From an optimization exercise on the open Yosys and OpenROAD flow, aimed at small area; shortcuts taken in it are not production practice. In this exercise RTL edits were held to simulation tests only and were not proved equivalent to the original.

== the previous run ==
==> flow/design.v <==
`default_nettype none
package bsr_format_pkg;
    typedef enum logic [1:0] {
        META_ROW_PTR = 2'd0,   
        META_COL_IDX = 2'd1    
    } meta_kind_e;
    parameter int META_ADDR_W = 8;    
    parameter int BLK_IDX_W   = 16;   
    parameter int BLK_POS_W   = 16;   
    typedef struct packed {
        meta_kind_e             kind;   
        logic [META_ADDR_W-1:0] addr;   
    } meta_req_t;
endpackage
`default_nettype wire
`default_nettype none
package bsr_sched_pkg;
    typedef enum logic [3:0] {
        IDLE        = 4'd0,    
        ROW_PTR_LO  = 4'd1,    
        ROW_PTR_HI  = 4'd2,    
        CHECK_EMPTY = 4'd3,    
        COL_IDX     = 4'd4,    
        LOAD        = 4'd5,    
        OFFER       = 4'd6,    
        WAIT_DONE   = 4'd7,    
        NEXT_BLOCK  = 4'd8,    
        NEXT_ROW    = 4'd9,    
        FINISH      = 4'd10    
    } sched_state_e;
    typedef struct packed {
        logic [15:0] row;   
        logic [15:0] col;   
    } block_pos_t;
endpackage
`default_nettype wire
`default_nettype none
module bsr_scheduler
#(
    parameter int BLOCK_DIM = 8   
) (
    input  wire logic        clk_gated,
    input  wire logic        rst_n,
    input  wire logic        start,
    input  wire logic [15:0] cfg_num_block_rows,
    output logic             meta_rd_en,
    output logic [9:0]       meta_req,
    input  wire logic [31:0] meta_rd_data,
    input  wire logic        meta_rd_valid,
    output logic             block_rd_en,
    output logic [31:0]      block_rd_addr,
    input  wire logic [7:0]  block_rd_data,
    output logic             systolic_valid,
    output logic [8*BLOCK_DIM*BLOCK_DIM-1:0] systolic_block,
    output logic [31:0]      systolic_pos,
    input  wire logic        systolic_ready,
    input  wire logic        systolic_done,
    output logic             busy,
    output logic             done,
    output logic [31:0]      blocks_processed
);
    localparam int NB = 8 * BLOCK_DIM * BLOCK_DIM;
    localparam logic [2:0] S_IDLE = 3'b000,   
                           S_DONE = 3'b001,   
                           S_B    = 3'b100,   
                           S_W    = 3'b101,   
                           S_P0   = 3'b010,   
                           S_P1   = 3'b011,   
                           S_C    = 3'b110,   
                           S_F    = 3'b111;   
    logic [2:0]    st;
    logic          pend;      
    logic          offer;     
    logic [5:0]    k;         
    logic [7:0]    j;         
    logic [7:0]    row;       
    logic [7:0]    nrows;     
    logic [15:0]   col;       
    logic [NB-9:0] sr;        
    logic       rd_st;
    logic       ack;
    logic [7:0] row_p1;
    logic [7:0] d;
    logic       k_wrap;
    logic       same;
    logic [7:0] diff;      
    logic       last;
    assign rd_st   = st[1];
    assign ack     = pend & meta_rd_valid;
    assign row_p1  = row + 8'd1;
    assign d       = meta_rd_data[7:0];
    assign k_wrap  = (k == 6'd63);   
    assign diff    = j - (d | {8{st == S_W}});
    assign same    = (diff == 8'd0);
    assign last    = (row_p1 == nrows);
    assign busy           = st[2] | st[1];
    assign done           = (st == S_DONE);
    assign meta_rd_en     = rd_st & ~pend;
    assign meta_req[9]    = 1'b0;
    assign meta_req[8]    = (st == S_C);
    assign meta_req[7:0]  = (st == S_C) ? j : row_p1;
    assign block_rd_en    = busy;
    assign block_rd_addr  = {18'd0, j, k | {6{offer}}};
    assign systolic_valid = offer;
    assign systolic_pos   = {8'd0, row, col};
    assign systolic_block = {block_rd_data, sr};
    assign blocks_processed = {24'd0, j};
    always_ff @(posedge clk_gated or negedge rst_n) begin
        if (!rst_n) begin
            st   <= S_IDLE;
            pend  <= 1'b0;
            offer <= 1'b0;
            k     <= 6'd0;
        end else begin
            k <= k + 6'd1;
            if (rd_st) begin
                if (!pend) begin
                    pend <= 1'b1;
                end else if (meta_rd_valid) begin
                    pend <= 1'b0;
                    case (st)
                        S_P0: st <= S_P1;
                        S_P1: begin
                            if (!same)     st <= S_C;
                            else if (last) st <= S_F;
                        end
                        S_C:  st <= S_B;
                        default: st <= S_DONE;   
                    endcase
                end
            end else begin
                case (st)
                    S_B: begin
                        if (offer) begin
                            if (systolic_ready) begin
                                offer <= 1'b0;
                                pend  <= 1'b0;
                                st    <= S_W;
                            end
                        end else if (k_wrap) begin
                            if (!pend) pend <= 1'b1;
                            else offer <= 1'b1;
                        end
                    end
                    S_W: if (systolic_done) st <= S_P1;
                    default: if (start) st <= S_P0;   
                endcase
            end
        end
    end
    always_ff @(posedge clk_gated) begin
        if (!offer) sr <= {block_rd_data, sr[NB-9:8]};
        if (!busy && start) begin
            nrows <= cfg_num_block_rows[7:0];
            row   <= 8'hFF;
        end
        if (ack) begin
            if (st == S_P0 || (st == S_P1 && same)) row <= last ? 8'hFF : row_p1;
            if (st == S_P0) j <= d;
            if (st == S_C) col <= meta_rd_data[15:0];
            if (st == S_F) j <= diff;
        end
        if (st == S_W && systolic_done) j <= diff;
    end
endmodule
`default_nettype wire
==> flow/config.mk <==
export PLATFORM = sky130hd
export DESIGN_NAME = bsr_scheduler
export DESIGN_NICKNAME = bsr_scheduler
export VERILOG_FILES = /design/flow/design.v
export SDC_FILE = /design/flow/constraint.sdc
export NUM_CORES = 4
export LEC_CHECK = 0
export CAP_MARGIN = 20
export CORE_AREA = 3 3 231 231
export DIE_AREA = 0 0 234 234
export PLACE_DENSITY = 0.6
export SLEW_MARGIN = 20
==> flow/constraint.sdc <==
create_clock -name core_clock -period 4.0 [get_ports {clk_gated}]
set_input_delay 0.8000 -clock core_clock [delete_from_list [all_inputs] [get_ports {clk_gated}]]
set_output_delay 0.8000 -clock core_clock [all_outputs]
set_load 0.01 [all_outputs]
standard.sh (not shown) runs the stock make flow with config.mk's settings and CLKGATE_MAP_FILE= SYNTH_SCRIPT=/design/flow/synth_recipe.tcl, a recipe that flattens the netlist after the stock synthesis.
==> flow/flow/run.sh <==
#!/bin/bash
# Standard ORFS layout, with small port buffers (buf_1) instead of the
# default pick, and the clock tree settings below.
set -euo pipefail
cp config.mk my_config.mk
cat >> my_config.mk <<'MK'
export BUFFER_PORTS_ARGS = -buffer_cell sky130_fd_sc_hd__buf_1
MK
if [[ -f flow/extra.mk ]]; then cat flow/extra.mk >> my_config.mk; fi
sed "s#DESIGN_CONFIG=[^ ]*#DESIGN_CONFIG=$PWD/my_config.mk#" standard.sh > my_standard.sh
bash my_standard.sh > standard_flow.log 2>&1
==> flow/flow/extra.mk <==
export CTS_ARGS = -sink_clustering_enable -repair_clock_nets -dont_use_dummy_load -buf_list sky130_fd_sc_hd__clkbuf_8 -sink_clustering_size 20 -sink_clustering_max_diameter 60
export SKIP_REPAIR_TIE_FANOUT = 1
Here is what was changed in the inputs of the current run compared with the previous run.
==> flow/design.v, changed modules only <==
module bsr_scheduler
#(
    parameter int BLOCK_DIM = 8   
) (
    input  wire logic        clk_gated,
    input  wire logic        rst_n,
    input  wire logic        start,
    input  wire logic [15:0] cfg_num_block_rows,
    output logic             meta_rd_en,
    output logic [9:0]       meta_req,
    input  wire logic [31:0] meta_rd_data,
    input  wire logic        meta_rd_valid,
    output logic             block_rd_en,
    output logic [31:0]      block_rd_addr,
    input  wire logic [7:0]  block_rd_data,
    output logic             systolic_valid,
    output logic [8*BLOCK_DIM*BLOCK_DIM-1:0] systolic_block,
    output logic [31:0]      systolic_pos,
    input  wire logic        systolic_ready,
    input  wire logic        systolic_done,
    output logic             busy,
    output logic             done,
    output logic [31:0]      blocks_processed
);
    localparam int NB = 8 * BLOCK_DIM * BLOCK_DIM;
    localparam logic [2:0] S_IDLE = 3'b000,   
                           S_DONE = 3'b001,   
                           S_B    = 3'b100,   
                           S_W    = 3'b101,   
                           S_P0   = 3'b010,   
                           S_P1   = 3'b011,   
                           S_C    = 3'b110,   
                           S_F    = 3'b111;   
    logic [2:0]    st;
    logic          pend;      
    logic [5:0]    k;         
    logic [7:0]    j;         
    logic [7:0]    row;       
    logic [7:0]    nrows;     
    logic [15:0]   col;       
    logic [NB-9:0] sr;        
    logic       rd_st;
    logic       ack;
    logic [7:0] row_p1;
    logic [7:0] d;
    logic       k_wrap;
    logic       same;
    logic [7:0] diff;      
    logic       last;
    assign rd_st   = st[1];
    assign ack     = pend & meta_rd_valid;
    assign row_p1  = row + 8'd1;
    assign d       = meta_rd_data[7:0];
    assign k_wrap  = (k == 6'd0);   
    assign diff    = j - (d | {8{st == S_W}});
    assign same    = (diff == 8'd0);
    assign last    = (row_p1 == nrows);
    assign busy           = st[2] | st[1];
    assign done           = (st == S_DONE);
    assign meta_rd_en     = rd_st & ~pend;
    assign meta_req[9]    = 1'b0;
    assign meta_req[8]    = (st == S_C);
    assign meta_req[7:0]  = (st == S_C) ? j : row_p1;
    assign block_rd_en    = busy;
    assign block_rd_addr  = {18'd0, j, k};
    assign systolic_valid = (st == S_B) & pend & k_wrap & systolic_ready;
    assign systolic_pos   = {8'd0, row, col};
    assign systolic_block = {block_rd_data, sr};
    assign blocks_processed = {24'd0, j};
    always_ff @(posedge clk_gated or negedge rst_n) begin
        if (!rst_n) begin
            st   <= S_IDLE;
            pend <= 1'b0;
            k    <= 6'd0;
        end else begin
            k <= k + 6'd1;
            if (rd_st) begin
                if (!pend) begin
                    pend <= 1'b1;
                end else if (meta_rd_valid) begin
                    pend <= 1'b0;
                    case (st)
                        S_P0: st <= S_P1;
                        S_P1: begin
                            if (!same)     st <= S_C;
                            else if (last) st <= S_F;
                        end
                        S_C:  st <= S_B;
                        default: st <= S_DONE;   
                    endcase
                end
            end else begin
                case (st)
                    S_B: begin
                        if (k_wrap) begin
                            if (!pend) pend <= 1'b1;
                            else if (systolic_ready) begin
                                pend <= 1'b0;
                                st   <= S_W;
                            end
                        end
                    end
                    S_W: if (systolic_done) st <= S_P1;
                    default: if (start) st <= S_P0;   
                endcase
            end
        end
    end
    always_ff @(posedge clk_gated) begin
        sr <= {block_rd_data, sr[NB-9:8]};
        if (!busy && start) begin
            nrows <= cfg_num_block_rows[7:0];
            row   <= 8'hFF;
        end
        if (ack) begin
            if (st == S_P0 || (st == S_P1 && same)) row <= last ? 8'hFF : row_p1;
            if (st == S_P0) j <= d;
            if (st == S_C) col <= meta_rd_data[15:0];
            if (st == S_F) j <= diff;
        end
        if (st == S_W && systolic_done) j <= diff;
    end
endmodule
Initial core utilization, the previous run and the current run: larger value in the previous run. From the previous run to the current run the numbers moved as follows: first-pass GRT wire length -11000 µm; setup slack at placement higher; depth of the critical timing path with buffers and inverters included barely changed. In summary, the current run completed successfully, with a layout that passed the timing, DRC and antenna checks. Worst relative slew slack on the current run is up relative to the previous run.

[afterwards: timing with drivers on the ports]
In the flow no input, the clock included, has a driving cell. The finished layouts below were timed again as built, in two steps.
Step 1 (the two cells are an assumption about what drives the block):
set clk [get_ports {clk_gated}]
set_driving_cell -lib_cell sky130_fd_sc_hd__clkbuf_16 $clk
set_driving_cell -lib_cell sky130_fd_sc_hd__buf_2 [delete_from_list [all_inputs] $clk]
Step 2 also shifts input and output timing later by t, the mid clock arrival at the registers, as if the neighbouring blocks saw the same clock.
Slacks: ideal / step 1 / step 2; pairs: ideal / step 1.
| run | t (ns) | setup WS [ns] | hold WS [ns] | latest minus earliest clock arrival (ns) |
|---|---|---|---|---|
| the previous run | 0.612 | 0.307 / 0.307 / 0.109 | 0.213 / 0.216 / 0.397 | 0.072 / 0.072 |
| the current run | 0.602 | 0.514 / 0.514 / 0.327 | 0.193 / 0.186 / 0.306 | 0.068 / 0.068 |
After both steps every run listed still meets setup and hold. The setup slack of the previous run, which loses most, moves by 0.000 ns with the drivers and by -0.198 ns with both steps.
